This is an optimization exercise on Yosys and OpenROAD, whose aim is small area and a short achievable clock period, not a production implementation. In this exercise RTL edits were held to simulation tests only and were not proved equivalent to the original. No activity file was given, so power comes from the tool's default toggle rates.

**flow/config.mk**
```make
export PLATFORM = sky130hd
export DESIGN_NAME = lookahead_router
export DESIGN_NICKNAME = lookahead_router
export VERILOG_FILES = /design/flow/design.v
export SDC_FILE = /design/flow/constraint.sdc
export NUM_CORES = 4
export LEC_CHECK = 0
export ABC_AREA = 1
export CAP_MARGIN = 20
export CORE_MARGIN = 2
export CORE_UTILIZATION = 40
export SETUP_SLACK_MARGIN = 3.5
export SLEW_MARGIN = 20
```
**flow/constraint.sdc**
```tcl
create_clock -name core_clock -period 6.2 [get_ports {clk}]
set_input_delay 1.2400 -clock core_clock [delete_from_list [all_inputs] [get_ports {clk}]]
set_output_delay 1.2400 -clock core_clock [all_outputs]
set_load 0.01 [all_outputs]
```
**flow/design.v**
```verilog
`timescale 1ns/1ps
package noc_pkg;
  localparam int coord_width = 3;
  localparam int message_width = 5;
  localparam int route_width = 5;
  localparam int data_width = 32;
  localparam int reserved_width = data_width - 4 * coord_width - message_width - route_width;
  localparam int num_ports = 5;
  localparam int queue_depth = 4;
  localparam int ptr_width = 2;
  localparam int port_north = 0;
  localparam int port_south = 1;
  localparam int port_west = 2;
  localparam int port_east = 3;
  localparam int port_local = 4;
  localparam logic [route_width-1:0] go_north = 5'b00001;
  localparam logic [route_width-1:0] go_south = 5'b00010;
  localparam logic [route_width-1:0] go_west = 5'b00100;
  localparam logic [route_width-1:0] go_east = 5'b01000;
  localparam logic [route_width-1:0] go_local = 5'b10000;
  localparam int xy_width = 2 * coord_width;
  localparam int flit_width = data_width + 2;
  localparam int f_head = 33;
  localparam int f_tail = 32;
  localparam int f_src_lsb = 26;
  localparam int f_dst_lsb = 20;
  localparam int f_route_lsb = 0;
  localparam int link_width = flit_width + 1;
  localparam int head_width = flit_width + 1 + num_ports;
  localparam int h_request_lsb = 0;
  localparam int h_void = num_ports;
  localparam int h_flit_lsb = num_ports + 1;
  localparam int code_width = 2;
  localparam int entry_width = flit_width + code_width;
endpackage
`timescale 1ns/1ps
module router_fifo (
  input  logic                            clk,
  input  logic                            rst,
  input  logic                            wr_i,
  input  logic                            rd_i,
  input  logic [noc_pkg::entry_width-1:0] data_i,
  output logic [noc_pkg::entry_width-1:0] data_o,
  output logic                            empty_o,
  output logic                            full_o
);
  logic [noc_pkg::entry_width-1:0] mem [0:noc_pkg::queue_depth-1];
  logic [noc_pkg::queue_depth-1:0] wr_q;
  logic [noc_pkg::queue_depth-1:0] rd_q;
  logic [noc_pkg::queue_depth-1:0] front_q;
  logic [noc_pkg::queue_depth-1:0] occ_q;
  logic                            empty_q;
  logic [noc_pkg::queue_depth-1:0] rd_d;
  logic [noc_pkg::queue_depth-1:0] occ_d;
  assign empty_o = empty_q;
  assign full_o = occ_q[3];
  always_comb begin
    data_o = '0;
    for (int j = 0; j < noc_pkg::queue_depth; j++) begin
      if (front_q[j]) begin
        data_o = data_o | mem[j];
      end
    end
  end
  always_ff @(posedge clk) begin
    for (int j = 0; j < noc_pkg::queue_depth; j++) begin
      if (wr_q[j] & ~occ_q[3]) begin
        mem[j] <= data_i;
      end
    end
  end
  assign rd_d = rd_i ? {rd_q[2:0], rd_q[3]} : rd_q;
  always_comb begin
    occ_d = occ_q;
    if (wr_i & ~rd_i) begin
      occ_d = {occ_q[2:0], 1'b1};
    end else if (rd_i & ~wr_i) begin
      occ_d = {1'b0, occ_q[3:1]};
    end
  end
  always_ff @(posedge clk) begin
    if (rst) begin
      wr_q <= 4'b0001;
      rd_q <= 4'b0001;
      front_q <= '0;
      occ_q <= '0;
      empty_q <= 1'b1;
    end else begin
      if (wr_i) begin
        wr_q <= {wr_q[2:0], wr_q[3]};
      end
      rd_q <= rd_d;
      occ_q <= occ_d;
      empty_q <= ~occ_d[0];
      front_q <= occ_d[0] ? rd_d : '0;
    end
  end
endmodule
`timescale 1ns/1ps
module xy_lookahead_route (
  input  logic [noc_pkg::xy_width-1:0]    position_i,
  input  logic [2:0]                      pos_x_inc_i,
  input  logic [2:0]                      pos_x_dec_i,
  input  logic [2:0]                      pos_y_inc_i,
  input  logic [2:0]                      pos_y_dec_i,
  input  logic [noc_pkg::route_width-1:0] route_i,
  input  logic [noc_pkg::xy_width-1:0]    destination_i,
  output logic [noc_pkg::route_width-1:0] next_route_o
);
  logic [2:0] pos_y;
  logic [2:0] dest_x;
  logic [2:0] dest_y;
  logic       go_n;
  logic       go_s;
  logic       go_w;
  logic       go_e;
  logic       turn;
  logic       y_gt;
  logic       y_lt;
  logic       at_e;
  logic       at_w;
  logic       at_s;
  logic       at_n;
  assign pos_y = position_i[2:0];
  assign dest_x = destination_i[5:3];
  assign dest_y = destination_i[2:0];
  assign go_n = route_i[noc_pkg::port_north];
  assign go_s = route_i[noc_pkg::port_south];
  assign go_w = route_i[noc_pkg::port_west];
  assign go_e = route_i[noc_pkg::port_east];
  assign at_e = dest_x == pos_x_inc_i;
  assign at_w = dest_x == pos_x_dec_i;
  assign at_s = dest_y == pos_y_inc_i;
  assign at_n = dest_y == pos_y_dec_i;
  assign y_gt = dest_y > pos_y;
  assign y_lt = dest_y < pos_y;
  assign turn = (go_e & at_e) | (go_w & at_w);
  assign next_route_o[noc_pkg::port_east] = go_e & ~at_e;
  assign next_route_o[noc_pkg::port_west] = go_w & ~at_w;
  assign next_route_o[noc_pkg::port_south] = (turn & y_gt) | (go_s & ~at_s);
  assign next_route_o[noc_pkg::port_north] = (turn & y_lt) | (go_n & ~at_n);
  assign next_route_o[noc_pkg::port_local] = (turn & ~y_gt & ~y_lt) | (go_s & at_s) |
                                             (go_n & at_n) | route_i[noc_pkg::port_local];
endmodule
`timescale 1ns/1ps
module router_input_port #(
  parameter int port_idx = 0
) (
  input  logic                            clk,
  input  logic                            rst,
  input  logic [noc_pkg::xy_width-1:0]    position_i,
  input  logic [2:0]                      pos_x_inc_i,
  input  logic [2:0]                      pos_x_dec_i,
  input  logic [2:0]                      pos_y_inc_i,
  input  logic [2:0]                      pos_y_dec_i,
  input  logic [noc_pkg::link_width-1:0]  link_i,
  input  logic [noc_pkg::num_ports-1:0]   pop_i,
  output logic                            stop_o,
  output logic [noc_pkg::head_width-1:0]  head_o
);
  logic [noc_pkg::flit_width-1:0]  link_flit;
  logic                            link_void;
  logic [noc_pkg::route_width-1:0] link_route;
  logic [noc_pkg::route_width-1:0] next_route;
  logic [noc_pkg::code_width-1:0]  link_code;
  logic [noc_pkg::entry_width-1:0] entry;
  logic [noc_pkg::entry_width-1:0] mem_head;
  logic [noc_pkg::route_width-1:0] mem_route;
  logic [noc_pkg::flit_width-1:0]  front;
  logic [noc_pkg::num_ports-1:0]   request;
  logic                            empty;
  logic                            full;
  assign link_void = link_i[0];
  assign link_flit = link_i[noc_pkg::link_width-1:1];
  assign link_route = link_flit[noc_pkg::f_route_lsb +: noc_pkg::route_width];
  xy_lookahead_route u_route (
    .position_i    (position_i),
    .pos_x_inc_i   (pos_x_inc_i),
    .pos_x_dec_i   (pos_x_dec_i),
    .pos_y_inc_i   (pos_y_inc_i),
    .pos_y_dec_i   (pos_y_dec_i),
    .route_i       (link_route),
    .destination_i (link_flit[noc_pkg::f_dst_lsb +: noc_pkg::xy_width]),
    .next_route_o  (next_route)
  );
  always_comb begin
    link_code = '0;
    for (int k = 0; k < noc_pkg::num_ports - 1; k++) begin
      if (link_route[(k < port_idx) ? k : k + 1]) begin
        link_code = link_code | noc_pkg::code_width'(k);
      end
    end
  end
  assign entry = {link_flit[noc_pkg::flit_width-1:noc_pkg::route_width],
                  link_flit[noc_pkg::f_head] ? next_route : link_route,
                  link_code};
  router_fifo u_fifo (
    .clk     (clk),
    .rst     (rst),
    .wr_i    (~link_void),
    .rd_i    (|pop_i),
    .data_i  (entry),
    .data_o  (mem_head),
    .empty_o (empty),
    .full_o  (full)
  );
  assign stop_o = full;
  assign front = mem_head[noc_pkg::entry_width-1:noc_pkg::code_width] |
                 (empty ? entry[noc_pkg::entry_width-1:noc_pkg::code_width] : '0);
  always_comb begin
    mem_route = '0;
    for (int k = 0; k < noc_pkg::num_ports - 1; k++) begin
      mem_route[(k < port_idx) ? k : k + 1] = mem_head[noc_pkg::code_width-1:0] == noc_pkg::code_width'(k);
    end
  end
  assign request = empty ? (link_route & {noc_pkg::route_width{~link_void & link_flit[noc_pkg::f_head]}})
                         : (mem_route & {noc_pkg::route_width{mem_head[noc_pkg::code_width + noc_pkg::f_head]}});
  assign head_o = {front, empty & link_void, request};
endmodule
`timescale 1ns/1ps
module rr_arbiter (
  input  logic                          clk,
  input  logic                          rst,
  input  logic [noc_pkg::num_ports-2:0] request_i,
  input  logic                          update_i,
  output logic [noc_pkg::num_ports-2:0] grant_o,
  output logic [noc_pkg::num_ports-2:0] last_o
);
  logic [3:0] last_q;
  always_comb begin
    for (int k = 0; k < 4; k++) begin
      grant_o[k] = request_i[k] &
        ~(request_i[(k+3)%4] & ~last_q[(k+3)%4]) &
        ~(request_i[(k+2)%4] & (last_q[(k+1)%4] | last_q[k])) &
        ~(request_i[(k+1)%4] & last_q[k]);
    end
  end
  assign last_o = last_q;
  always_ff @(posedge clk) begin
    if (rst) begin
      last_q <= 4'b1000;
    end else if (update_i) begin
      last_q <= grant_o;
    end
  end
endmodule
`timescale 1ns/1ps
module router_output_port #(
  parameter int port_idx = 0
) (
  input  logic                                               clk,
  input  logic                                               rst,
  input  logic [noc_pkg::num_ports*noc_pkg::head_width-1:0] heads_i,
  input  logic                                               stop_i,
  output logic [noc_pkg::num_ports-1:0]                      pop_o,
  output logic [noc_pkg::link_width-1:0]                     link_o
);
  localparam int nk = noc_pkg::num_ports - 1;
  logic                            payload_q;
  logic [nk-1:0]                   req_col;
  logic [nk-1:0]                   void_col;
  logic [noc_pkg::flit_width-1:0]  flit_col [nk];
  logic [nk-1:0]                   grant;
  logic [nk-1:0]                   last;
  logic [nk-1:0]                   sel;
  logic [nk-1:0]                   take;
  logic                            any_req;
  logic                            last_void;
  logic                            fwd;
  logic                            tail;
  logic [noc_pkg::flit_width-1:0]  out_flit;
  logic [noc_pkg::flit_width-1:0]  data_q;
  logic                            void_q;
  always_comb begin
    for (int k = 0; k < nk; k++) begin
      req_col[k] = heads_i[((k < port_idx) ? k : k + 1)*noc_pkg::head_width + noc_pkg::h_request_lsb + port_idx];
      void_col[k] = heads_i[((k < port_idx) ? k : k + 1)*noc_pkg::head_width + noc_pkg::h_void];
      flit_col[k] = heads_i[((k < port_idx) ? k : k + 1)*noc_pkg::head_width + noc_pkg::h_flit_lsb +: noc_pkg::flit_width];
    end
  end
  rr_arbiter u_arb (
    .clk       (clk),
    .rst       (rst),
    .request_i (req_col),
    .update_i  (~stop_i & ~payload_q & any_req),
    .grant_o   (grant),
    .last_o    (last)
  );
  assign any_req = |req_col;
  assign last_void = |(last & void_col);
  assign sel = payload_q ? last : grant;
  assign fwd = payload_q ? ~last_void : any_req;
  assign take = payload_q ? (last & ~void_col) : grant;
  always_comb begin
    for (int p = 0; p < noc_pkg::num_ports; p++) begin
      pop_o[p] = 1'b0;
    end
    for (int k = 0; k < nk; k++) begin
      pop_o[(k < port_idx) ? k : k + 1] = take[k] & ~stop_i;
    end
  end
  always_comb begin
    out_flit = '0;
    for (int k = 0; k < nk; k++) begin
      if (sel[k]) begin
        out_flit = out_flit | flit_col[k];
      end
    end
  end
  assign tail = out_flit[noc_pkg::f_tail];
  always_ff @(posedge clk) begin
    if (rst) begin
      payload_q <= 1'b0;
      void_q <= 1'b1;
    end else if (!stop_i) begin
      if (fwd) begin
        payload_q <= ~tail;
      end
      void_q <= ~fwd;
    end
  end
  always_ff @(posedge clk) begin
    if (!stop_i) begin
      data_q <= out_flit;
    end
  end
  assign link_o = {data_q, void_q};
endmodule
`timescale 1ns/1ps
module lookahead_router (
  input  logic                                            clk,
  input  logic                                            rst,
  input  logic [noc_pkg::xy_width-1:0]                    position_i,
  input  logic [noc_pkg::num_ports*noc_pkg::link_width-1:0] link_i,
  output logic [noc_pkg::num_ports-1:0]                   stop_o,
  output logic [noc_pkg::num_ports*noc_pkg::link_width-1:0] link_o,
  input  logic [noc_pkg::num_ports-1:0]                   stop_i
);
  logic [noc_pkg::num_ports*noc_pkg::head_width-1:0] heads;
  logic [noc_pkg::num_ports*noc_pkg::num_ports-1:0] pop_out;
  logic [noc_pkg::num_ports*noc_pkg::num_ports-1:0] pop_in;
  logic [2:0] pos_x_inc;
  logic [2:0] pos_x_dec;
  logic [2:0] pos_y_inc;
  logic [2:0] pos_y_dec;
  logic [noc_pkg::xy_width-1:0] position_q;
  always_ff @(posedge clk) begin
    if (rst) begin
      position_q <= position_i;
    end
  end
  assign pos_x_inc = position_q[5:3] + 3'd1;
  assign pos_x_dec = position_q[5:3] - 3'd1;
  assign pos_y_inc = position_q[2:0] + 3'd1;
  assign pos_y_dec = position_q[2:0] - 3'd1;
  for (genvar o = 0; o < noc_pkg::num_ports; o++) begin : gen_pop_out
    for (genvar i = 0; i < noc_pkg::num_ports; i++) begin : gen_pop_in
      assign pop_in[i*noc_pkg::num_ports+o] = pop_out[o*noc_pkg::num_ports+i];
    end
  end
  for (genvar g = 0; g < noc_pkg::num_ports; g++) begin : gen_input
    router_input_port #(
      .port_idx (g)
    ) u_in (
      .clk        (clk),
      .rst        (rst),
      .position_i (position_q),
      .pos_x_inc_i (pos_x_inc),
      .pos_x_dec_i (pos_x_dec),
      .pos_y_inc_i (pos_y_inc),
      .pos_y_dec_i (pos_y_dec),
      .link_i     (link_i[g*noc_pkg::link_width +: noc_pkg::link_width]),
      .pop_i      (pop_in[g*noc_pkg::num_ports +: noc_pkg::num_ports]),
      .stop_o     (stop_o[g]),
      .head_o     (heads[g*noc_pkg::head_width +: noc_pkg::head_width])
    );
  end
  for (genvar g = 0; g < noc_pkg::num_ports; g++) begin : gen_output
    router_output_port #(
      .port_idx (g)
    ) u_out (
      .clk     (clk),
      .rst     (rst),
      .heads_i (heads),
      .stop_i  (stop_i[g]),
      .pop_o   (pop_out[g*noc_pkg::num_ports +: noc_pkg::num_ports]),
      .link_o  (link_o[g*noc_pkg::link_width +: noc_pkg::link_width])
    );
  end
endmodule
```
**flow/run.sh**
```bash
#!/bin/bash
# synth_recipe.tcl (not shown) runs the flow's synth.tcl, then flattens the netlist and writes it again
# the make line also repeats each setting of config.mk as NAME=value (left out here)
make -C /OpenROAD-flow-scripts/flow DESIGN_CONFIG=/design/flow/config.mk WORK_HOME=/design/flow/orfs CLKGATE_MAP_FILE= SYNTH_SCRIPT=/design/flow/synth_recipe.tcl finish
```
==> run summary, run 1 <==
Pins Over Slew Limit 0; Buf+Inv Stages, Crit Path 1; post-DP HPWL roughly 110000 um; Cell variety after synth between 50 and 60; Syn Nets ~4400; via/cell ratio 5.649; fin nets around 5000; GRT overflow 0; max-cap violation count 0; fmax 0.3596 GHz; DR pass1 iterations 6; clock-pin transition on the worst setup and hold timing paths ~60 ps; Reg-to-Reg Start gen_input[1].u_in.u_fifo.front_q[0]$_SDFF_PP0_; Worst Path Required roughly 5000 ps; clock buffer depth 3; share of cells above drive strength 1 around a fifth; Worst Skew ~63 ps; fin crit period ~2800 ps; worst path cell trace buf_2; worst-path maximum fanout 1; Leak Pwr roughly 22 nW; hold endpoint gen_input[1].u_in.u_fifo.wr_q[0]$_SDFFE_PP1N_; initial antenna violation count 26; worst hold stages 2; Synth top area share between 60% and 70%; I/O pin cnt about 370; Yosys top cell by area edfxtp_1; clock latency on the worst-skew pair around 730 ps; met2 WL approximately 75000 um; Crit Path Class flop to primary output; Async S/R FF share, synth 0%; warnings from Yosys 19; Syn Area/Cell ~11 um2; Initial Util around two fifths; Tot Pwr 0.02811 W; Hold Crit Class flop to flop; Die H 338.1 um; Setup TNS 0 ps; most used flip-flop cell after synthesis edfxtp_1; Post-synth EDFFs around 900; critical path's top delay family flip-flops; synth top area cells edfxtp_1 (60%), nand2_1 (13%), dfxtp_1 (5.2%); normalized max-slew margin 37.64%; Antenna Nets Post-Route 0; Rows about 120; largest net degree at the start of global routing between 50 and 60; CTS H-tree lvls 3; startpoint types flop; outcome timing/DRC/antenna clean; Worst setup EP type primary output; RSZ-0062 raised after global routing true; # port buffers around 370; vias in the first global route around 32000; Top Layer Used met5; reg2reg setup slack around 3500 ps; chip width ~340 um; Reg2Reg Depth 14; hold_sp gen_input[1].u_in.u_fifo.wr_q[0]$_SDFFE_PP1N_; final setup fails 0; GPL Wtd Cong approximately 0.97; Max rail drop VDD 0.2879 mV; max incr delay on CP roughly 600 ps; sequential share of the synthesized area between 60% and 70%; slowest stage cell, crit path edfxtp_1; final core area utilization between 50% and 60%; Die ar. roughly 110000 um2; Pwr Density 501.3 nW/um2; First DRT Iteration DRCs between 5000 and 6000; core area roughly 110000 um2; Vias between 30000 and 40000; Worst Tran Pin Value between 900 and 1000 ps; routed wire length 171300 um; root buf cell clkbuf_16; Mapped Cells 4162; first-pass GRT wire length between 200000 and 250000 um; # clock sinks 1011; Post-Syn Area about 45000 um2; Worst EP arrival approximately 1500 ps; CTS tree built; cts bufs inserted around 110; area delta synth->final 25.58%; DRC 0; met3 routed WL ~19000 um; Overall Global Routing Usage between 20% and 30%; Metal-1 WL between 60000 and 70000 um; Reg2Reg Capture Point gen_output[2].u_out.data_q[22]$_DFFE_PN_; ratio of final minimum period to clock period between 40% and 50%; Final Hold Vio Count 0; Seq cells post-synth just over 1000; WL per Instance ~27 um
-- per-stage QoR --
stage	instance area [um2]	cells	hold slack, ps	worst slack (ps)
CTS	54600	6166	497.0	3392
detailed placement	49950	5884	483.6	1826
finish	56080	6257	494.9	3419
global placement	49910	5883	476.7	1804
global route	56070	6253	525.3	3423
floorplan	44900	4162	437.3	3205
-- area by class of cell --
type	count	area, um2
Fill cell	9829	54580
Sequential cell	1011	29320
Multi-Input combinational cell	2677	14580
Timing Repair Buffer	590	5684
Clock buffer	136	2826
Tap cell	1488	1862
Inverter	287	1157
Clock inverter	62	638.1
Antenna cell	6	15.01
-- cell usage after synthesis, types with 23 or more instances --
library cell,n
clkbuf_1,87
edfxtp_1,896
dfxtp_1,115
nand3_1,108
nand2_1,1590
buf_2,41
a221oi_1,105
a221o_1,23
a22oi_1,31
buf_4,28
nand2_2,49
a21boi_0,31
o2111ai_1,103
inv_1,271
a21oi_1,82
o21ai_0,97
a22o_1,25
o21ai_1,30
nand4_1,71
ha_1,29
nor2_1,155
buf_6,29
-- how the worst max path moves through the flow --
stage / end / startpoint / cells after the start / slack, ps
finish: link_o[145] / gen_output[4].u_out.data_q[4]$_DFFE_PN_ / 1 / 3420
global route: link_o[145] / gen_output[4].u_out.data_q[4]$_DFFE_PN_ / 1 / 3420
CTS: gen_input[0].u_in.u_fifo.front_q[3]$_SDFF_PP0_ / link_i[75] / 17 / 3390
detailed placement: gen_output[3].u_out.data_q[12]$_DFFE_PN_ / link_i[34] / 12 / 1830
global placement: gen_output[0].u_out.data_q[9]$_DFFE_PN_ / link_i[105] / 10 / 1800
floorplan: gen_input[4].u_in.u_fifo.front_q[0]$_SDFF_PP0_ / link_i[70] / 20 / 3210
-- cell usage in the layout, fill, tap and decap left out, types with 12 or more instances in the layout --
cell type and count:
nand4_1 71, buf_4 163, dfxtp_4 28, o21ai_4 12, clkbuf_1 23, nand2_4 41, inv_2 26, clkinv_1 18
buf_2 100, clkinv_2 23, clkdlybuf4s15_2 14, nand2_1 1498, o21ai_2 12, a21boi_0 31, clkbuf_16 113, a22o_1 25
a221o_1 23, nor2_1 110, a22oi_1 31, nand2_2 104, dlymetal6s2s_1 15, nor2_4 46, clkdlybuf4s50_1 123, nand3_1 90
clkinvlp_4 17, dfxtp_1 84, dlygate4sd2_1 71, nand3_2 19, clkdlybuf4s15_1 26, edfxtp_1 896, o2111ai_1 101, nor2_2 19
o21ai_1 42, ha_1 14, buf_12 35, o211ai_1 20, o21ai_0 80, a221oi_1 105, inv_1 237, a21oi_1 77
-- what timing repair did --
item,4_1_cts,5_1_grt
endpoints found under the hold margin,0,0
gates resized for setup,828,240
endpoints found under the setup margin,539,177
pin swaps,30,71
setup buffers,73,76
gates cloned,11,9
hold buffers,0,0
-- per-layer routing --
layer	GRT usage (%)	vias up
met5	0	-
met4	12.56	4
met3	5.279	298
met2	42.29	2146
met1	40.54	17290
li1	-	15610
-- kinds of logic (layout without fill, tap and decap cells) --
group	after synthesis	count (layout)	share of synthesized area, %
AO/OA/AOI/OAI	605	609	9.954
AND/OR/NAND/NOR	2023	2024	18.64
adder cells (fa/ha/maj)	29	29	0.8125
buffers and inverters	479	1075	4.900
XOR/XNOR	15	15	0.2942
other	0	6	0
flip-flops	1011	1011	65.40
-- tightest hold or removal path, stage by stage (launching register included) --
cell and delay [ps]:
dfxtp_1 340, a21oi_1 70, o21ai_0 60
-- registers in the layout (all words and copies together), names as in the netlist --
| name | cells |
|---|---|
| gen_output.u_out.void_q | 5 |
| gen_input.u_in.u_fifo.rd_q | 20 |
| gen_input.u_in.u_fifo.wr_q | 20 |
| gen_input.u_in.u_fifo.mem | 720 |
| gen_output.u_out.data_q | 170 |
| gen_input.u_in.u_fifo.front_q | 20 |
| gen_output.u_out.payload_q | 5 |
| gen_input.u_in.u_fifo.occ_q | 20 |
| gen_output.u_out.u_arb.last_q | 20 |
| gen_input.u_in.u_fifo.empty_q | 5 |
| position_q | 6 |
-- power breakdown --
group          switching, W  internal [W]  total (W)
registers           0.00121       0.00942     0.0106
clock network       0.00276       0.00361    0.00637
logic               0.00759       0.00352     0.0111
total                0.0116        0.0166     0.0281
==> inputs of run 2 (changes only) <==
--- a/flow/design.v
+++ b/flow/design.v
@@ -270,6 +270,7 @@
   logic                            tail;
   logic [noc_pkg::flit_width-1:0]  out_flit;
   logic [noc_pkg::flit_width-1:0]  data_q;
+  logic [noc_pkg::flit_width-1:0]  next_data;
   logic                            void_q;
   always_comb begin
     for (int k = 0; k < nk; k++) begin
@@ -307,6 +308,14 @@
       end
     end
   end
+  always_comb begin
+    next_data = data_q & {noc_pkg::flit_width{stop_i}};
+    for (int k = 0; k < nk; k++) begin
+      if (sel[k] & ~stop_i) begin
+        next_data = next_data | flit_col[k];
+      end
+    end
+  end
   assign tail = out_flit[noc_pkg::f_tail];
   always_ff @(posedge clk) begin
     if (rst) begin
@@ -320,9 +329,7 @@
     end
   end
   always_ff @(posedge clk) begin
-    if (!stop_i) begin
-      data_q <= out_flit;
-    end
+    data_q <= next_data;
   end
   assign link_o = {data_q, void_q};
 endmodule
==> flow/flow/run.sh (new file) <==
#!/bin/bash
# Standard layout, with the port buffers inserted as buf_2 instead of the
# default delay-buffer cell, so timing repair can size them like any buffer.
set -euo pipefail
export BUFFER_PORTS_ARGS="-buffer_cell sky130_fd_sc_hd__buf_2"
bash standard.sh > standard_make.log 2>&1
==> flow/standard.sh (new file) <==
#!/bin/bash
# synth_recipe.tcl (not shown) runs the flow's synth.tcl, then flattens the netlist and writes it again
# the make line also repeats each setting of config.mk as NAME=value (left out here)
make -C /OpenROAD-flow-scripts/flow DESIGN_CONFIG=/design/flow/config.mk WORK_HOME=/design/flow/orfs CLKGATE_MAP_FILE= SYNTH_SCRIPT=/design/flow/synth_recipe.tcl "${@:-finish}"
--- a/flow/config.mk
+++ b/flow/config.mk
@@ -9,5 +9,5 @@
 export CAP_MARGIN = 20
 export CORE_MARGIN = 2
 export CORE_UTILIZATION = 40
-export SETUP_SLACK_MARGIN = 3.5
+export SETUP_SLACK_MARGIN = 3.6
 export SLEW_MARGIN = 20
removed: flow/run.sh
==> run summary, run 2 <==
outcome timing/DRC/antenna clean; Worst setup EP type flop; chip width 337.3 um (-0.26%); Worst Path Required 6850 ps (+1890 ps); Vias 37210 (+5.3%); largest register by flop count gen_input.u_in.u_fifo.mem; count leader, synth nand2_1; RSZ-0062 raised after global routing true; root buf cell clkbuf_16; initial antenna violation count 41 (+58%); Gate power share 41.3% (+1.8 points); WL per Instance 25.72 um (-6.1%); clock buffer depth 3 (unchanged); First DRT Iteration DRCs 4480 (-13%); Pint 0.01638 W (-1.0%); warnings from Yosys 19 (unchanged); I/O pin cnt 368 (unchanged); vias in the first global route 32980 (+3.3%); most used flip-flop cell after synthesis edfxtp_1; cts bufs inserted 108 (+1.9%); clock latency on the worst-skew pair 750 ps (+20 ps); Mapped Cells 4621 (+11%); Final Hold Vio Count 0 (unchanged); number of fillers in the final layout 10060 (+2.3%); CTS H-tree lvls 3 (unchanged); Rows 122 (unchanged); flip-flop count of the largest register after layout 720 (unchanged); Post-Syn Area 44420 um2 (-0.53%); fmax 0.3831 GHz (+6.5%); GRT overflow 0 (unchanged); max incr delay on CP 390 ps (-210 ps); clock-pin transition on the worst setup and hold timing paths 60 ps (about the same); Max rail drop VDD 0.2847 mV (-1.1%); critical path's top delay family simple AND/OR/NAND/NOR gates; worst-path maximum fanout 7 (+6); via/cell ratio 5.541 (-1.9%); Post-Place Cell Area 47660 um2 (-4.6%); normalized max-slew margin 40.64% (+3.0 points); Seq cells post-synth 1011 (unchanged); startpoint types flop; Antenna Nets Post-Route 0 (unchanged); Worst Skew 56.66 ps (-6.644 ps); Syn Nets 4838 (+10%); Syn Area/Cell 9.613 um2 (-10%); Hold Crit Class flop to flop; Switching Share 42.12% (+1.0 points); first-pass GRT wire length 239300 um (+1.9%); slowest stage cell, crit path dfxtp_4; Die H 337.3 um (-0.26%); largest net degree at the start of global routing 54 (unchanged); Pins Over Slew Limit 0 (unchanged); dpl ws 2011 ps (+184.9 ps); Crit path top cell by count nor2_4; post-DP HPWL 114400 um (+2.0%); area delta synth->final 23.63%; Overall Global Routing Usage 29.50% (+1.1 points); Worst EP arrival 3260 ps (+1720 ps); max-cap violation count 0 (unchanged); sequential share of the synthesized area 61.92% (-3.5 points); Reg power frac 35.7% (-2.1 points); final setup fails 0 (unchanged); Setup TNS 0 ps (unchanged); fin nets 5338 (+9.2%); Final Non-Filler Cells 6715 (+7.3%); Async S/R FF share, synth 0% (unchanged); placed cell count 6309 (+7.2%); Finished Cell Area 54920 um2 (-2.1%); core area 110400 um2 (-0.28%); fin crit period 2610 ps (-170.5 ps); DR pass1 iterations 6 (unchanged); most common library cells after synthesis nand2_1 (1702), edfxtp_1 (726), inv_1 (315); GPL Wtd Cong 0.9832 (+1.7%); Buf+Inv Stages, Crit Path 3 (+2); Tot Pwr 0.02830 W (+0.68%); # port buffers 367 (unchanged); reg2reg setup slack 3590 ps (+80 ps); synth top area cells edfxtp_1 (49%), nand2_1 (14%), dfxtp_1 (13%); Worst Tran Pin Value 881.0 ps (-48.95 ps); Initial Util 40.25% (-0.10 points); CTS tree built; worst path cell trace buf_12, nand2_4, nand2_4, nor2_4, buf_6, nor2_4, nor2_4, and2_4, nand4_1, nand2_1, nand2_1, nor2_4, buf_4, nand2_1, nand4_1; Yosys top cell by area edfxtp_1; Synth top area share 49.07% (-11 points); Cell variety after synth 56 (unchanged); commonest non-fill, non-tap cells in the layout nand2_1 (1608), edfxtp_1 (726), buf_2 (352); routed wire length 172700 um (+0.82%); Crit Path Class flop to flop; share of cells above drive strength 1 23.45% (+4.2 points); Post-synth EDFFs 726 (-19%); # clock sinks 1011 (unchanged); setup ws final 3590 ps (+170.5 ps); clock power share 23.0% (+0.3 points); Pwr Density 515.3 nW/um2 (+2.8%); Largest regs gen_input.u_in.u_fifo.mem (720), gen_output.u_out.data_q (170); Die ar. 113700 um2 (-0.52%); commonest non-fill, non-tap cell in the layout nand2_1; P_sw 0.01192 W (+3.1%); Leak Pwr 22.43 nW (+3.0%); DRC 0 (unchanged); ratio of final minimum period to clock period 42.10% (-2.7 points)
run 2: cell types whose count changed in the layout (fill, tap and decap cells not counted), sizes merged, moves of 100 or more:
cell           delta
o2111ai         -100
buf             +268
edfxtp          -170
nand3           +163
dfxtp           +170
clkdlybuf4s50   -123
run 2: final timing paths:
kind	end	from	depth (start not counted)
worst max-delay path	gen_output[0].u_out.data_q[22]$_DFF_P_	gen_input[2].u_in.u_fifo.front_q[3]$_SDFF_PP0_	15
worst min-delay path	gen_output[3].u_out.data_q[32]$_DFF_P_	gen_output[3].u_out.data_q[32]$_DFF_P_	2
worst max register to register	gen_output[0].u_out.data_q[22]$_DFF_P_	gen_input[2].u_in.u_fifo.front_q[3]$_SDFF_PP0_	15
worst min register to register	gen_output[3].u_out.data_q[32]$_DFF_P_	gen_output[3].u_out.data_q[32]$_DFF_P_	2
run 2: cell type report:
type / instances / area, um2 / area share, %
sequential: 1011 / 27740 / 50.52
multi-input combinational: 3060 / 15820 / 28.81
timing repair buffer: 605 / 4536 / 8.259
clock buffer: 143 / 2965 / 5.399
tap: 1488 / 1862 / 3.390
inverter: 333 / 1373 / 2.499
clock inverter: 61 / 575.6 / 1.048
antenna: 12 / 30.03 / 0.05468
timing repair inverter: 2 / 15.01 / 0.02734
run 2: timing repair:
item | in CTS | in global routing
hold buffers | 0 | 0
setup endpoints to repair | 445 | 205
gates resized for setup | 319 | 227
buffers inserted | 86 | 85
cloned | 19 | 0
pin swaps | 39 | 89
run 2: worst min-delay path: stages (launching register included):
cell and delay (ps):
dfxtp_1 300, nand2_1 60, nand2_1 50
run 2: logic make-up (layout without fill, tap and decap cells):
| kind of cell | after synthesis | after routing | share of synthesized area, % |
|---|---|---|---|
| flip-flops | 1011 | 1011 | 61.92 |
| adder cells (fa/ha/maj) | 29 | 29 | 0.8168 |
| AO/OA/AOI/OAI | 689 | 689 | 9.973 |
| other | 0 | 12 | 0 |
| XOR/XNOR | 19 | 19 | 0.3746 |
| multiplexers | 1 | 1 | 0.02253 |
| AND/OR/NAND/NOR | 2320 | 2322 | 21.43 |
| buffers and inverters | 552 | 1144 | 5.461 |
run 2: metal layers:
layer,track usage [%],vias up,wire length [um],part of all wire (%)
met1,39.71,17930,67750,39
met2,44.63,2106,75020,43
met3,7.514,383,20010,12
met5,0,-,158,0.091
li1,-,16770,-,-
met4,13.73,24,9801,5.7
run 2: power by group through the flow:
stage | clock network, W | registers, W | logic [W]
2_1_floorplan | 0 | 0.00961 | 0.00569
3_3_place_gp | 0 | 0.0101 | 0.00941
3_5_place_dp | 0 | 0.0101 | 0.00950
4_1_cts | 0.00655 | 0.0101 | 0.0108
5_1_grt | 0.00681 | 0.0102 | 0.0124
6_report | 0.00650 | 0.0101 | 0.0117
run 2: stage by stage:
stage | hold WS, ps | utilization, %
final | 452.3 | 49.76
after global routing | 484.8 | 49.76
after CTS | 458.7 | 48.38
after detailed placement | 447.6 | 43.19
after global placement | 445.1 | 43.19
after floorplan | 445.2 | -
==> inputs of run 3 (changes only) <==
--- a/flow/design.v
+++ b/flow/design.v
@@ -31,7 +31,7 @@
   localparam int h_void = num_ports;
   localparam int h_flit_lsb = num_ports + 1;
   localparam int code_width = 2;
-  localparam int entry_width = flit_width + code_width;
+  localparam int dir_width = 3;
 endpackage
 `timescale 1ns/1ps
 module router_fifo (
@@ -39,19 +39,17 @@
   input  logic                            rst,
   input  logic                            wr_i,
   input  logic                            rd_i,
-  input  logic [noc_pkg::entry_width-1:0] data_i,
-  output logic [noc_pkg::entry_width-1:0] data_o,
+  input  logic [noc_pkg::flit_width-1:0] data_i,
+  output logic [noc_pkg::flit_width-1:0] data_o,
   output logic                            empty_o,
   output logic                            full_o
 );
-  logic [noc_pkg::entry_width-1:0] mem [0:noc_pkg::queue_depth-1];
+  logic [noc_pkg::flit_width-1:0] mem [0:noc_pkg::queue_depth-1];
   logic [noc_pkg::queue_depth-1:0] wr_q;
   logic [noc_pkg::queue_depth-1:0] rd_q;
   logic [noc_pkg::queue_depth-1:0] front_q;
   logic [noc_pkg::queue_depth-1:0] occ_q;
   logic                            empty_q;
-  logic [noc_pkg::queue_depth-1:0] rd_d;
-  logic [noc_pkg::queue_depth-1:0] occ_d;
   assign empty_o = empty_q;
   assign full_o = occ_q[3];
   always_comb begin
@@ -69,15 +67,20 @@
       end
     end
   end
-  assign rd_d = rd_i ? {rd_q[2:0], rd_q[3]} : rd_q;
-  always_comb begin
-    occ_d = occ_q;
-    if (wr_i & ~rd_i) begin
-      occ_d = {occ_q[2:0], 1'b1};
-    end else if (rd_i & ~wr_i) begin
-      occ_d = {1'b0, occ_q[3:1]};
-    end
-  end
+  logic [noc_pkg::queue_depth-1:0] rd_rot;
+  logic [noc_pkg::queue_depth-1:0] front_pop;
+  logic [noc_pkg::queue_depth-1:0] front_keep;
+  logic [noc_pkg::queue_depth-1:0] occ_pop;
+  logic [noc_pkg::queue_depth-1:0] occ_keep;
+  logic                            empty_pop;
+  logic                            empty_keep;
+  assign rd_rot = {rd_q[2:0], rd_q[3]};
+  assign front_pop = (occ_q[1] | (occ_q[0] & wr_i)) ? rd_rot : '0;
+  assign front_keep = (occ_q[0] | wr_i) ? rd_q : '0;
+  assign occ_pop = wr_i ? occ_q : {1'b0, occ_q[3:1]};
+  assign occ_keep = wr_i ? {occ_q[2:0], 1'b1} : occ_q;
+  assign empty_pop = wr_i ? empty_q : ~occ_q[1];
+  assign empty_keep = empty_q & ~wr_i;
   always_ff @(posedge clk) begin
     if (rst) begin
       wr_q <= 4'b0001;
@@ -89,10 +92,10 @@
       if (wr_i) begin
         wr_q <= {wr_q[2:0], wr_q[3]};
       end
-      rd_q <= rd_d;
-      occ_q <= occ_d;
-      empty_q <= ~occ_d[0];
-      front_q <= occ_d[0] ? rd_d : '0;
+      rd_q <= rd_i ? rd_rot : rd_q;
+      occ_q <= rd_i ? occ_pop : occ_keep;
+      empty_q <= rd_i ? empty_pop : empty_keep;
+      front_q <= rd_i ? front_pop : front_keep;
     end
   end
 endmodule
@@ -160,18 +163,25 @@
 );
   logic [noc_pkg::flit_width-1:0]  link_flit;
   logic                            link_void;
+  logic                            link_head;
   logic [noc_pkg::route_width-1:0] link_route;
   logic [noc_pkg::route_width-1:0] next_route;
   logic [noc_pkg::code_width-1:0]  link_code;
-  logic [noc_pkg::entry_width-1:0] entry;
-  logic [noc_pkg::entry_width-1:0] mem_head;
+  logic [noc_pkg::dir_width-1:0]   next_dir;
+  logic [noc_pkg::flit_width-1:0]  entry;
+  logic [noc_pkg::flit_width-1:0]  mem_head;
+  logic                            mem_is_head;
   logic [noc_pkg::route_width-1:0] mem_route;
+  logic [noc_pkg::route_width-1:0] mem_next;
+  logic [noc_pkg::flit_width-1:0]  mem_front;
+  logic [noc_pkg::flit_width-1:0]  link_front;
   logic [noc_pkg::flit_width-1:0]  front;
   logic [noc_pkg::num_ports-1:0]   request;
   logic                            empty;
   logic                            full;
   assign link_void = link_i[0];
   assign link_flit = link_i[noc_pkg::link_width-1:1];
+  assign link_head = link_flit[noc_pkg::f_head];
   assign link_route = link_flit[noc_pkg::f_route_lsb +: noc_pkg::route_width];
   xy_lookahead_route u_route (
     .position_i    (position_i),
@@ -191,9 +201,16 @@
       end
     end
   end
+  always_comb begin
+    next_dir = '0;
+    for (int p = 0; p < noc_pkg::num_ports; p++) begin
+      if (next_route[p]) begin
+        next_dir = next_dir | noc_pkg::dir_width'(p);
+      end
+    end
+  end
   assign entry = {link_flit[noc_pkg::flit_width-1:noc_pkg::route_width],
-                  link_flit[noc_pkg::f_head] ? next_route : link_route,
-                  link_code};
+                  link_head ? {link_code, next_dir} : link_route};
   router_fifo u_fifo (
     .clk     (clk),
     .rst     (rst),
@@ -205,16 +222,24 @@
     .full_o  (full)
   );
   assign stop_o = full;
-  assign front = mem_head[noc_pkg::entry_width-1:noc_pkg::code_width] |
-                 (empty ? entry[noc_pkg::entry_width-1:noc_pkg::code_width] : '0);
+  assign mem_is_head = mem_head[noc_pkg::f_head];
   always_comb begin
     mem_route = '0;
     for (int k = 0; k < noc_pkg::num_ports - 1; k++) begin
-      mem_route[(k < port_idx) ? k : k + 1] = mem_head[noc_pkg::code_width-1:0] == noc_pkg::code_width'(k);
+      mem_route[(k < port_idx) ? k : k + 1] =
+        mem_head[noc_pkg::dir_width +: noc_pkg::code_width] == noc_pkg::code_width'(k);
+    end
+    for (int p = 0; p < noc_pkg::num_ports; p++) begin
+      mem_next[p] = mem_head[noc_pkg::dir_width-1:0] == noc_pkg::dir_width'(p);
     end
   end
-  assign request = empty ? (link_route & {noc_pkg::route_width{~link_void & link_flit[noc_pkg::f_head]}})
-                         : (mem_route & {noc_pkg::route_width{mem_head[noc_pkg::code_width + noc_pkg::f_head]}});
+  assign mem_front = {mem_head[noc_pkg::flit_width-1:noc_pkg::route_width],
+                      mem_is_head ? mem_next : mem_head[noc_pkg::route_width-1:0]};
+  assign link_front = {link_flit[noc_pkg::flit_width-1:noc_pkg::route_width],
+                       link_head ? next_route : link_route};
+  assign front = mem_front | (empty ? link_front : '0);
+  assign request = empty ? (link_route & {noc_pkg::route_width{~link_void & link_head}})
+                         : (mem_route & {noc_pkg::route_width{mem_is_head}});
   assign head_o = {front, empty & link_void, request};
 endmodule
 `timescale 1ns/1ps
@@ -350,16 +375,16 @@
   logic [2:0] pos_x_dec;
   logic [2:0] pos_y_inc;
   logic [2:0] pos_y_dec;
-  logic [noc_pkg::xy_width-1:0] position_q;
+  logic [2:0] pos_y_q;
   always_ff @(posedge clk) begin
     if (rst) begin
-      position_q <= position_i;
+      pos_y_q <= position_i[2:0];
+      pos_x_inc <= position_i[5:3] + 3'd1;
+      pos_x_dec <= position_i[5:3] - 3'd1;
+      pos_y_inc <= position_i[2:0] + 3'd1;
+      pos_y_dec <= position_i[2:0] - 3'd1;
     end
   end
-  assign pos_x_inc = position_q[5:3] + 3'd1;
-  assign pos_x_dec = position_q[5:3] - 3'd1;
-  assign pos_y_inc = position_q[2:0] + 3'd1;
-  assign pos_y_dec = position_q[2:0] - 3'd1;
   for (genvar o = 0; o < noc_pkg::num_ports; o++) begin : gen_pop_out
     for (genvar i = 0; i < noc_pkg::num_ports; i++) begin : gen_pop_in
       assign pop_in[i*noc_pkg::num_ports+o] = pop_out[o*noc_pkg::num_ports+i];
@@ -371,7 +396,7 @@
     ) u_in (
       .clk        (clk),
       .rst        (rst),
-      .position_i (position_q),
+      .position_i ({3'd0, pos_y_q}),
       .pos_x_inc_i (pos_x_inc),
       .pos_x_dec_i (pos_x_dec),
       .pos_y_inc_i (pos_y_inc),
--- a/flow/config.mk
+++ b/flow/config.mk
@@ -8,6 +8,6 @@
 export ABC_AREA = 1
 export CAP_MARGIN = 20
 export CORE_MARGIN = 2
-export CORE_UTILIZATION = 40
-export SETUP_SLACK_MARGIN = 3.6
+export CORE_UTILIZATION = 55
+export SETUP_SLACK_MARGIN = 3.7
 export SLEW_MARGIN = 20
==> run summary, run 3 <==
Mapped Cells 4470 (-3.3%); Cell variety after synth 59 (+5.4%); Reg2Reg Depth 20 (+5); Final Hold Vio Count 0 (unchanged); warnings from Yosys 19 (unchanged); synth top area cells edfxtp_1 (48%), dfxtp_1 (13%), nand2_1 (12%); First DRT Iteration DRCs 4627 (+3.3%); max-cap violation count 0 (unchanged); Die H 286.0 um (-15%); clock-pin transition on the worst setup and hold timing paths 60 ps (about the same); routed wire length 165300 um (-4.3%); Worst Skew 52.76 ps (-3.898 ps); Final Non-Filler Cells 6116 (-8.9%); Overall Global Routing Usage 39.43% (+9.9 points); critical path's top delay family buffers and inverters; Seq cells post-synth 978 (-3.3%); Post-synth EDFFs 693 (-4.5%); first-pass GRT wire length 233400 um (-2.5%); RSZ-0062 raised after global routing true; Hold Crit Class flop to flop; Finished Cell Area 53890 um2 (-1.9%); Post-Syn Area 43740 um2 (-1.5%); Buf+Inv Stages, Crit Path 5 (+2); reg2reg setup slack 3670 ps (+80 ps); largest net degree at the start of global routing 76 (+41%); clock buffer depth 3 (unchanged); GRT overflow 0 (unchanged); share of cells above drive strength 1 25.06% (+1.6 points); Reg2Reg Capture Point gen_input[1].u_in.u_fifo.occ_q[2]$_SDFFE_PP0P_; Pins Over Slew Limit 0 (unchanged); slowest stage cell, crit path inv_1; startpoint types primary input; Syn Nets 4682 (-3.2%); fmax 0.3878 GHz (+1.2%); initial antenna violation count 17 (-59%); # clock sinks 978 (-3.3%); commonest non-fill, non-tap cell in the layout nand2_1; outcome timing/DRC/antenna clean; Post-Place Cell Area 46740 um2 (-1.9%); hold endpoint gen_output[4].u_out.data_q[28]$_DFF_P_; I/O pin cnt 368 (unchanged); fin crit period 2579 ps (-31.55 ps); chip width 286.0 um (-15%); Tot Pwr 0.02521 W (-11%); Vias 36890 (-0.86%); via/cell ratio 6.031 (+8.8%); Syn Area/Cell 9.786 um2 (+1.8%); register area 26770 um2 (-3.5%); DRC 0 (unchanged); Worst Path Required 6820 ps (-30 ps); Leak Pwr 21.55 nW (-3.9%); Multi-input gate area 16340 um2 (+3.3%); Worst setup EP type flop; Largest regs gen_input.u_in.u_fifo.mem (680), gen_output.u_out.data_q (170); placed cell count 5709 (-9.5%); CTS tree built; root buf cell clkbuf_16; normalized max-slew margin 36.53% (-4.1 points); most used flip-flop cell after synthesis edfxtp_1; Reg-to-Reg Start gen_input[0].u_in.u_fifo.front_q[3]$_SDFF_PP0_; flip-flop count of the largest register after layout 680 (-5.6%); cts-stage hold buffer count 0 (unchanged); Crit Path Class primary input to flop; most common library cells after synthesis nand2_1 (1410), edfxtp_1 (693), a21oi_1 (303); vias in the first global route 33490 (+1.5%); Yosys top cell by area edfxtp_1; count leader, synth nand2_1; ratio of final minimum period to clock period 41.60% (-0.51 points); worst path cell trace buf_6, inv_1, nand3_1, nand2_2, nor2_4, inv_4, ha_4, inv_2, a21oi_2, nand2_1, inv_1; Crit path top cell by count inv_1; CTS H-tree lvls 3 (unchanged); number of fillers in the final layout 6124 (-39%); Worst EP arrival 3200 ps (-60 ps); post-DP HPWL 106100 um (-7.3%); Async S/R FF share, synth 0% (unchanged); Pwr Density 467.9 nW/um2 (-9.2%); Initial Util 55.46% (+15 points); hold_sp gen_output[4].u_out.data_q[28]$_DFF_P_; worst hold stages 2 (unchanged); max incr delay on CP 400 ps (about the same); # port buffers 367 (unchanged); area delta synth->final 23.20%; Die ar. 81800 um2 (-28%); GPL Wtd Cong 1.012 (+2.9%); fin nets 5186 (-2.8%); commonest non-fill, non-tap cells in the layout nand2_1 (1324), edfxtp_1 (693), buf_2 (345); worst-path maximum fanout 44 (+37); Rows 103 (-16%); WL per Instance 27.03 um (+5.1%); Antenna Nets Post-Route 0 (unchanged); final core area utilization 68.32% (+19 points); cts bufs inserted 101 (-6.5%); Setup TNS 0 ps (unchanged); Synth top area share 47.57% (-1.5 points); final setup fails 0 (unchanged); clock latency on the worst-skew pair 690 ps (-60 ps); DR pass1 iterations 6 (unchanged); core area 78870 um2 (-29%); largest register by flop count gen_input.u_in.u_fifo.mem; Max rail drop VDD 0.3801 mV (+34%); sequential share of the synthesized area 60.62% (-1.3 points); Worst Tran Pin Value 952.1 ps (+71.06 ps)
run 3: cell families after synthesis:
family          Yosys count  synth area share (%)
compound gates          926                 13.60
xor+xnor                 47                0.9411
fa+ha+maj                24                0.6865
buf+inv                 529                 5.260
flops                   978                 60.62
simple gates           1966                 18.90
run 3: worst max-delay path by stage:
| stage | startpoint | to | depth (start not counted) |
|---|---|---|---|
| 5_1_grt | gen_input[0].u_in.u_fifo.front_q[3]$_SDFF_PP0_ | gen_input[1].u_in.u_fifo.occ_q[1]$_SDFFE_PP0P_ | 21 |
| 3_5_place_dp | link_i[0] | gen_output[3].u_out.data_q[31]$_DFF_P_ | 12 |
| 6_report | stop_i[2] | gen_input[4].u_in.u_fifo.occ_q[0]$_SDFFE_PP0P_ | 11 |
| 3_3_place_gp | link_i[104] | gen_output[3].u_out.data_q[18]$_DFF_P_ | 12 |
| 4_1_cts | link_i[105] | gen_input[0].u_in.u_fifo.occ_q[1]$_SDFFE_PP0P_ | 15 |
| 2_1_floorplan | link_i[174] | gen_input[1].u_in.u_fifo.occ_q[0]$_SDFFE_PP0P_ | 19 |
run 3: what timing repair did:
item / in CTS / in global routing
gates cloned: 22 / 2
setup buffers: 128 / 58
endpoints found under the setup margin: 371 / 237
gates resized for setup: 290 / 187
pin swaps: 42 / 80
run 3: tightest hold or removal path: cells and delay by family (launching register included):
kind | cells | cell delay [ps]
AOI/OAI and AO/OA | 1 | 60
and+or+nand+nor | 1 | 60
DFF | 1 | 320
run 3: cell type report:
type	count	area share [%]
sequential	978	49.69
multi-input combinational	2974	30.32
timing repair buffer	613	9.060
clock buffer	123	4.939
tap	1050	2.438
inverter	306	2.308
clock inverter	66	1.221
antenna	6	0.02786
run 3: report_power, final:
part           switching [W]  internal (W)  leakage (nW)
combinational        0.00651       0.00325          10.9
sequential           0.00105       0.00830          8.99
clock                0.00263       0.00348          1.62
total                 0.0102        0.0150          21.6
run 3: metal layers:
metal	share of wire (%)	routed length [um]	vias to the layer above	GRT usage [%]
met5	0.030	49	-	0
met4	5.8	9653	8	19.50
met3	12	20330	417	10.44
met2	43	71820	2215	59.02
met1	38	63440	17660	53.35
li1	-	-	16590	-
run 3: stage by stage:
step           hold WS (ps)  worst slack, ps
6_report              472.1             3621
5_1_grt               486.1             3552
4_1_cts               472.9             3673
3_5_place_dp          456.1             2345
3_3_place_gp          455.3             2454
2_1_floorplan         441.6             3342
==> inputs of run 4 (changes only) <==
--- a/flow/design.v
+++ b/flow/design.v
@@ -46,9 +46,8 @@
 );
   logic [noc_pkg::flit_width-1:0] mem [0:noc_pkg::queue_depth-1];
   logic [noc_pkg::queue_depth-1:0] wr_q;
-  logic [noc_pkg::queue_depth-1:0] rd_q;
   logic [noc_pkg::queue_depth-1:0] front_q;
-  logic [noc_pkg::queue_depth-1:0] occ_q;
+  logic [noc_pkg::queue_depth-1:1] occ_q;
   logic                            empty_q;
   assign empty_o = empty_q;
   assign full_o = occ_q[3];
@@ -67,24 +66,21 @@
       end
     end
   end
-  logic [noc_pkg::queue_depth-1:0] rd_rot;
   logic [noc_pkg::queue_depth-1:0] front_pop;
   logic [noc_pkg::queue_depth-1:0] front_keep;
-  logic [noc_pkg::queue_depth-1:0] occ_pop;
-  logic [noc_pkg::queue_depth-1:0] occ_keep;
+  logic [noc_pkg::queue_depth-1:1] occ_pop;
+  logic [noc_pkg::queue_depth-1:1] occ_keep;
   logic                            empty_pop;
   logic                            empty_keep;
-  assign rd_rot = {rd_q[2:0], rd_q[3]};
-  assign front_pop = (occ_q[1] | (occ_q[0] & wr_i)) ? rd_rot : '0;
-  assign front_keep = (occ_q[0] | wr_i) ? rd_q : '0;
-  assign occ_pop = wr_i ? occ_q : {1'b0, occ_q[3:1]};
-  assign occ_keep = wr_i ? {occ_q[2:0], 1'b1} : occ_q;
+  assign front_pop = (occ_q[1] | (~empty_q & wr_i)) ? {front_q[2:0], front_q[3]} : '0;
+  assign front_keep = empty_q ? (wr_i ? wr_q : '0) : front_q;
+  assign occ_pop = wr_i ? occ_q : {1'b0, occ_q[3:2]};
+  assign occ_keep = wr_i ? {occ_q[2:1], ~empty_q} : occ_q;
   assign empty_pop = wr_i ? empty_q : ~occ_q[1];
   assign empty_keep = empty_q & ~wr_i;
   always_ff @(posedge clk) begin
     if (rst) begin
       wr_q <= 4'b0001;
-      rd_q <= 4'b0001;
       front_q <= '0;
       occ_q <= '0;
       empty_q <= 1'b1;
@@ -92,7 +88,6 @@
       if (wr_i) begin
         wr_q <= {wr_q[2:0], wr_q[3]};
       end
-      rd_q <= rd_i ? rd_rot : rd_q;
       occ_q <= rd_i ? occ_pop : occ_keep;
       empty_q <= rd_i ? empty_pop : empty_keep;
       front_q <= rd_i ? front_pop : front_keep;
==> flow/flow/run.sh (replaced) <==
#!/bin/bash
# Standard layout, with the port buffers inserted as buf_1 instead of the
# default delay-buffer cell, so timing repair sizes them like any buffer.
set -euo pipefail
export BUFFER_PORTS_ARGS="-buffer_cell sky130_fd_sc_hd__buf_1"
bash standard.sh > standard_make.log 2>&1
==> run summary, run 4 <==
chip width 284.9 um (-0.38%); mux contribution to synthesized area 0% (unchanged); First DRT Iteration DRCs 5002 (+8.1%); Pwr Density 412.9 nW/um2 (-12%); Crit Path Class primary input to flop; CTS tree built; number of fillers in the final layout 6286 (+2.6%); first-pass GRT wire length 232900 um (-0.22%); fin crit period 2701 ps (+121.9 ps); Synth top area share 47.94% (+0.37 points); Hold WS 467.1 ps (-4.973 ps); commonest non-fill, non-tap cell in the layout nand2_1; ratio of final minimum period to clock period 43.56% (+2.0 points); Final Hold Vio Count 0 (unchanged); # clock sinks 953 (-2.6%); Die ar. 81180 um2 (-0.76%); core area 78610 um2 (-0.33%); RSZ-0062 raised after global routing true; most common library cells after synthesis nand2_1 (1636), edfxtp_1 (693), nand3_1 (301); share of cells above drive strength 1 20.49% (-4.6 points); count leader, synth nand2_1; warnings from Yosys 19 (unchanged); # port buffers 367 (unchanged); fmax 0.3703 GHz (-4.5%); Async S/R FF share, synth 0% (unchanged); Post-Place Cell Area 46170 um2 (-1.2%); routed wire length 168200 um (+1.8%); worst-path maximum fanout 42 (-4.5%); startpoint types primary input; Post-Synth XOR/XNOR Area 0.9686% (+0.027 points); vias in the first global route 33810 (+0.95%); clock-pin transition on the worst setup and hold timing paths 60 ps (about the same); root buf cell clkbuf_16; clock buffer depth 3 (unchanged); Synth Area in Adders 0.6918% (+0.0053 points); main combinational cell family by area after synthesis simple AND/OR/NAND/NOR gates; DR pass1 iterations 7 (+1); Overall Global Routing Usage 39.52% (+0.090 points); initial antenna violation count 15 (-2); GRT overflow 0 (unchanged); Setup TNS 0 ps (unchanged); Seq cells post-synth 953 (-2.6%); largest net degree at the start of global routing 49 (-36%); Syn Area/Cell 9.485 um2 (-3.1%); Worst EP arrival 3210 ps (about the same); Leak Pwr 21.03 nW (-2.4%); Worst Path Required 6710 ps (-110 ps); flip-flop count of the largest register after layout 680 (unchanged); Largest regs gen_input.u_in.u_fifo.mem (680), gen_output.u_out.data_q (170); Synth Area in Compound Gates 11.23% (-2.4 points); synth top area cells edfxtp_1 (48%), nand2_1 (14%), dfxtp_1 (12%); Worst Tran Pin Value 965.9 ps (+13.80 ps); fin nets 5305 (+2.3%); Rows 103 (unchanged); CTS H-tree lvls 3 (unchanged); most used flip-flop cell after synthesis edfxtp_1; via/cell ratio 6.004 (-0.45%); Worst Skew 24.53 ps (-28.23 ps); DRC 0 (unchanged); normalized max-slew margin 35.18% (-1.4 points); Post-synth EDFFs 693 (unchanged); commonest non-fill, non-tap cells in the layout nand2_1 (1491), edfxtp_1 (693), buf_1 (283); clock latency on the worst-skew pair 670 ps (-20 ps); largest register by flop count gen_input.u_in.u_fifo.mem; I/O pin cnt 368 (unchanged); final setup fails 0 (unchanged); Max rail drop VDD 0.2969 mV (-22%); Cell variety after synth 56 (-5.1%); Worst setup EP type flop; Hold Crit Class flop to flop; Finished Cell Area 53430 um2 (-0.86%); post-DP HPWL 109100 um (+2.9%); Mapped Cells 4576 (+2.4%); Post-Syn Area 43410 um2 (-0.77%); area delta synth->final 23.08% (about the same); outcome timing/DRC/antenna clean; Pins Over Slew Limit 0 (unchanged); cts bufs inserted 99 (-2.0%); sequential share of the synthesized area 59.93% (-0.68 points); Synth Area in Simple Gates 21.98% (+3.1 points); Initial Util 55.21% (-0.25 points); WL per Instance 26.98 um (-0.16%); Vias 37440 (+1.5%); Yosys top cell by area edfxtp_1; Die H 284.9 um (-0.38%); Syn Nets 4788 (+2.3%); Antenna Nets Post-Route 0 (unchanged); GPL Wtd Cong 0.9978 (-1.4%); max-cap violation count 0 (unchanged)
[run 4: changes by cell type after synthesis, sizes merged, moves of 8 or more]
cell,previous run,this run
o221ai,19,8
o211ai,110,81
dfxtp,285,260
a21boi,52,44
nor2,176,247
nand4,28,36
nand3,275,302
nand2,1461,1683
o21ai,221,126
o22ai,14,23
a21oi,304,259
a221o,47,59
[run 4: final cells by class]
type,instances,area (um2),share of cell area [%]
diodes,8,20.02,0.03747
clock buffers,147,2794,5.230
clock inverters,38,294.0,0.5504
inverters,300,1210,2.265
multi-input cells,3109,17060,31.94
flip-flops and latches,953,26190,49.02
well taps,1050,1314,2.459
repair buffers,626,4499,8.422
repair inverters,4,40.04,0.07494
[run 4: cells by family after synthesis]
logic type               after synthesis
buffers and inverters                517
flip-flops                           953
AO/OA/AOI/OAI                        742
XOR/XNOR                              48
AND/OR/NAND/NOR                     2292
adder cells (fa/ha/maj)               24
[run 4: power by group]
group / internal, W / switching, W
combinational: 0.00243 / 0.00514
clock: 0.00324 / 0.00251
sequential: 0.00785 / 0.000881
[run 4: worst paths after layout]
kind                                                     to  cells after the start                                             start  slack, ps
min                  gen_output[2].u_out.data_q[32]$_DFF_P_                      2            gen_output[2].u_out.data_q[32]$_DFF_P_        470
min reg2reg          gen_output[2].u_out.data_q[32]$_DFF_P_                      2            gen_output[2].u_out.data_q[32]$_DFF_P_        470
max          gen_input[3].u_in.u_fifo.occ_q[3]$_SDFFE_PP0P_                     12                                         stop_i[4]       3500
max reg2reg  gen_input[3].u_in.u_fifo.occ_q[3]$_SDFFE_PP0P_                     19  gen_input[3].u_in.u_fifo.front_q[1]$_SDFFE_PP0P_       3560
[run 4: metrics by stage]
stage	power (W)	utilization (%)	worst slack, ps	instances
after floorplan	0.01209	-	3173	4576
after global placement	0.01470	58.67	2015	5836
after detailed placement	0.01476	58.73	1976	5838
after CTS	0.02095	65.29	3646	6139
after global routing	0.02274	67.96	3468	6234
final	0.02206	67.96	3499	6235
[run 4: repair_timing]
item | in CTS | in global routing
cloned | 8 | 19
pin swaps | 77 | 141
endpoints found under the setup margin | 321 | 228
hold buffers | 0 | 0
buffers inserted | 108 | 69
resized for setup | 312 | 353
[run 4: worst max-delay path: stages]
cell	delay, ps
clkbuf_2	100
buf_8	340
inv_1	360
nand3_4	210
nand2_4	100
nor2_8	140
inv_4	50
ha_4	250
buf_4	130
buf_6	110
nand3_2	60
a21oi_1	50
[run 4: routing by layer]
metal,vias up,global-route usage [%],wire [um]
li1,16740,-,-
met4,10,22.41,11890
met2,2302,58.98,72200
met1,17850,52.30,62840
met3,529,10.79,21250
met5,-,0,68
==> inputs of run 5 (changes only) <==
--- a/flow/config.mk
+++ b/flow/config.mk
@@ -9,5 +9,7 @@
 export CAP_MARGIN = 20
 export CORE_MARGIN = 2
 export CORE_UTILIZATION = 55
+export CTS_CLUSTER_DIAMETER = 150
+export CTS_CLUSTER_SIZE = 18
 export SETUP_SLACK_MARGIN = 3.7
 export SLEW_MARGIN = 20
==> run summary, run 5 <==
outcome timing/DRC/antenna clean; Reg2Reg Capture Point gen_output[1].u_out.data_q[0]$_DFF_P_; # clock sinks 953 (unchanged); hold_sp gen_output[1].u_out.data_q[32]$_DFF_P_; flip-flop count of the largest register after layout 680 (unchanged); Gate power share 37.1% (+2.8 points); Pins Over Slew Limit 0 (unchanged); root buf cell clkbuf_16; Worst EP arrival 3160 ps (-50 ps); largest net degree at the start of global routing 49 (unchanged); Reg2Reg Depth 18 (-1); max-cap violation count 0 (unchanged); post-DP HPWL 109100 um (unchanged); Vias 37040 (-1.1%); Reg power frac 43.4% (+3.8 points); warnings from Yosys 19 (unchanged); routed wire length 167000 um (-0.73%); Die H 284.9 um (unchanged); via/cell ratio 6.012 (+0.13%); Initial Util 55.21% (unchanged); final setup fails 0 (unchanged); reg2reg setup slack 3580 ps (+20 ps); Post-Syn Area 43410 um2 (unchanged); ratio of final minimum period to clock period 42.22% (-1.3 points); dpl ws 1976 ps (unchanged); Switching Share 40.11% (+1.4 points); Final Hold Vio Count 0 (unchanged); Worst Tran Pin Value 831.2 ps (-134.7 ps); Leak Pwr 20.42 nW (-2.9%); WL per Instance 27.11 um (+0.47%); Synth top area share 47.94% (unchanged); Async S/R FF share, synth 0% (unchanged); count leader, synth nand2_1; initial antenna violation count 16 (+1); most used flip-flop cell after synthesis edfxtp_1; RSZ-0062 raised after global routing true; I/O pin cnt 368 (unchanged); startpoint types flop; largest register by flop count gen_input.u_in.u_fifo.mem; Rows 103 (unchanged); Hold Crit Class flop to flop; chip width 284.9 um (unchanged); commonest non-fill, non-tap cell in the layout nand2_1; area delta synth->final 20.25%; fmax 0.3821 GHz (+3.2%); commonest non-fill, non-tap cells in the layout nand2_1 (1476), edfxtp_1 (693), nand3_1 (284); Setup TNS 0 ps (unchanged); Pwr Density 385.9 nW/um2 (-6.6%); Yosys top cell by area edfxtp_1; vias in the first global route 33390 (-1.3%); fin crit period 2617 ps (-83.34 ps); clock power share 19.6% (-6.5 points); synth top area cells edfxtp_1 (48%), nand2_1 (14%), dfxtp_1 (12%); clock latency on the worst-skew pair 680 ps (about the same); First DRT Iteration DRCs 4859 (-2.9%); Reg-to-Reg Start gen_input[0].u_in.u_fifo.front_q[1]$_SDFFE_PP0P_; CTS tree built; Mapped Cells 4576 (unchanged); hold endpoint gen_output[1].u_out.data_q[32]$_DFF_P_; P_sw 0.008077 W (-5.4%); share of cells above drive strength 1 20.31% (-0.19 points); GPL Wtd Cong 0.9978 (unchanged); Worst Path Required 6740 ps (+30 ps); most common library cells after synthesis nand2_1 (1636), edfxtp_1 (693), nand3_1 (301); Worst Skew 34.77 ps (+10.24 ps); Antenna Nets Post-Route 0 (unchanged); Syn Nets 4788 (unchanged); Seq cells post-synth 953 (unchanged); normalized max-slew margin 44.59% (+9.4 points); Overall Global Routing Usage 39.25% (-0.27 points); Max rail drop VDD 0.2770 mV (-6.7%); Syn Area/Cell 9.485 um2 (unchanged); worst hold stages 2 (unchanged); Cell variety after synth 56 (unchanged); Die ar. 81180 um2 (unchanged); CTS H-tree lvls 2 (-1); cts bufs inserted 58 (-41%); DR pass1 iterations 6 (-1); Worst setup EP type flop; clock-pin transition on the worst setup and hold timing paths 90 ps (+30 ps); Pint 0.01206 W (-11%); Crit Path Class flop to flop; first-pass GRT wire length 231800 um (-0.50%); sequential share of the synthesized area 59.93% (unchanged); fin nets 5264 (-0.77%); setup ws final 3583 ps (+83.34 ps); # port buffers 367 (unchanged); Largest regs gen_input.u_in.u_fifo.mem (680), gen_output.u_out.data_q (170); GRT overflow 0 (unchanged); Post-synth EDFFs 693 (unchanged); worst-path maximum fanout 7 (-83%); clock buffer depth 3 (unchanged); core area 78610 um2 (unchanged); DRC 0 (unchanged)
run 5: cell count changes in the layout (fill, tap and decap cells not counted), moves of 14 or more:
| cell | previous run | this run |
|---|---|---|
| clkbuf_16 | 111 | 69 |
| clkinv_1 | 18 | 2 |
| dfxtp_2 | 45 | 59 |
| clkbuf_1 | 33 | 49 |
| nand2_1 | 1491 | 1476 |
| nand3_1 | 264 | 284 |
| clkbuf_2 | 29 | 50 |
| dfxtp_1 | 183 | 165 |
| buf_1 | 283 | 255 |
| nand3_2 | 34 | 16 |
run 5: power by group through the flow:
stage / Sequential (W) / Combinational [W] / Clock [W]
floorplan: 0.00854 / 0.00355 / 0
global placement: 0.00882 / 0.00588 / 0
detailed placement: 0.00882 / 0.00594 / 0
CTS: 0.00866 / 0.00649 / 0.00397
global route: 0.00875 / 0.00787 / 0.00420
finish: 0.00873 / 0.00746 / 0.00394
run 5: what timing repair did:
action                                  4_1_cts  5_1_grt
pin swaps                                    79      143
hold buffers                                  0        0
resized for setup                           331      403
endpoints found under the setup margin      332      254
buffers inserted                            110       71
gates cloned                                  8       15
run 5: final cells by class:
class / instances / area, um2
Clock buffer: 108 / 1660
Fill cell: 6439 / 26420
Multi-Input combinational cell: 3109 / 17060
Timing Repair Buffer: 628 / 4619
Tap cell: 1050 / 1314
Inverter: 300 / 1227
Sequential cell: 953 / 26220
Clock inverter: 2 / 28.78
Antenna cell: 8 / 20.02
Timing Repair inverter: 2 / 41.29
run 5: kinds of logic after synthesis:
logic type / after synthesis / synth area share, %
AO/OA/AOI/OAI: 742 / 11.23
flip-flops: 953 / 59.93
adder cells (fa/ha/maj): 24 / 0.6918
AND/OR/NAND/NOR: 2292 / 21.98
buffers and inverters: 517 / 5.194
XOR/XNOR: 48 / 0.9685
run 5: how the worst max path moves through the flow:
| stage | start | end | slack (ps) | cells past startpoint |
|---|---|---|---|---|
| 2_1_floorplan | link_i[104] | gen_input[1].u_in.u_fifo.occ_q[1]$_SDFFE_PP0P_ | 3170 | 20 |
| 3_3_place_gp | link_i[34] | gen_output[4].u_out.data_q[3]$_DFF_P_ | 2020 | 16 |
| 3_5_place_dp | link_i[34] | gen_output[4].u_out.data_q[3]$_DFF_P_ | 1980 | 16 |
| 4_1_cts | link_i[104] | gen_input[0].u_in.u_fifo.occ_q[1]$_SDFFE_PP0P_ | 3630 | 22 |
| 5_1_grt | link_i[104] | gen_input[1].u_in.u_fifo.occ_q[1]$_SDFFE_PP0P_ | 3490 | 21 |
| 6_report | gen_input[0].u_in.u_fifo.front_q[1]$_SDFFE_PP0P_ | gen_output[1].u_out.data_q[0]$_DFF_P_ | 3580 | 18 |
run 5: through the flow:
stage | power, W | cell area [um2] | hold WS [ps] | util (%) | std cells
floorplan | 0.01209 | 44120 | 443.5 | - | 4576
global placement | 0.01470 | 46120 | 445.8 | 58.67 | 5836
detailed placement | 0.01476 | 46170 | 454.0 | 58.73 | 5838
CTS | 0.01912 | 49950 | 468.7 | 63.54 | 6066
global route | 0.02082 | 52190 | 487.8 | 66.39 | 6159
finish | 0.02014 | 52190 | 468.8 | 66.39 | 6160
run 5: worst max-delay path, stage by stage (launching register included):
cell and delay, ps:
dfxtp_4 370, buf_6 130, nand2_2 50, nand2_2 60
nor2_4 210, nand2_2 100, o21ai_4 290, buf_6 150
a21oi_2 50, nand2_2 90, nand2_2 60, buf_6 140
nand2_4 70, nor2_4 40, buf_12 180, clkbuf_16 180
buf_4 140, a21oi_2 120, nand3_1 80
run 5: metal layers:
layer | wire, um | up-vias | global-route usage [%]
met2 | 72060 | 2268 | 58.51
li1 | - | 16620 | -
met1 | 62990 | 17660 | 53.06
met3 | 20520 | 479 | 9.656
met5 | 52 | - | 0
met4 | 11390 | 8 | 21.43

==> port drivers added, routing unchanged <==
How much do the figures lean on ideal ports? The routed layouts below were timed once more, with nothing changed but the port constraints. Step 1: set_driving_cell puts a clkbuf_16 on clk and a buf_2 on each other input, an assumption about the parent block. Step 2 also shifts input and output timing later by t, the mid clock arrival at the registers, as if the neighbouring blocks saw the same clock. Slacks: ideal / step 1 / step 2; pairs: ideal / step 1.
| run | shift t [ns] | setup WS [ns] | hold WS [ns] | slew at the worst register clock pin (ns) | pins driven straight from the clock port |
|---|---|---|---|---|---|
| run 1 | 0.772 | 3.419 / 3.349 / 2.734 | 0.495 / 0.495 / 0.495 | 0.07 / 0.07 | 1 |
| run 2 | 0.791 | 3.590 / 3.521 / 2.870 | 0.452 / 0.452 / 0.452 | 0.07 / 0.07 | 1 |
| run 3 | 0.738 | 3.621 / 3.611 / 2.874 | 0.472 / 0.472 / 0.472 | 0.07 / 0.07 | 1 |
| run 4 | 0.731 | 3.499 / 3.523 / 2.792 | 0.467 / 0.467 / 0.467 | 0.07 / 0.07 | 1 |
| run 5 | 0.728 | 3.583 / 3.583 / 2.873 | 0.469 / 0.469 / 0.469 | 0.09 / 0.09 | 1 |
After both steps every run listed still meets setup and hold. The setup slack of run 3, which loses most, moves by -0.010 ns with the drivers and by -0.747 ns with both steps.
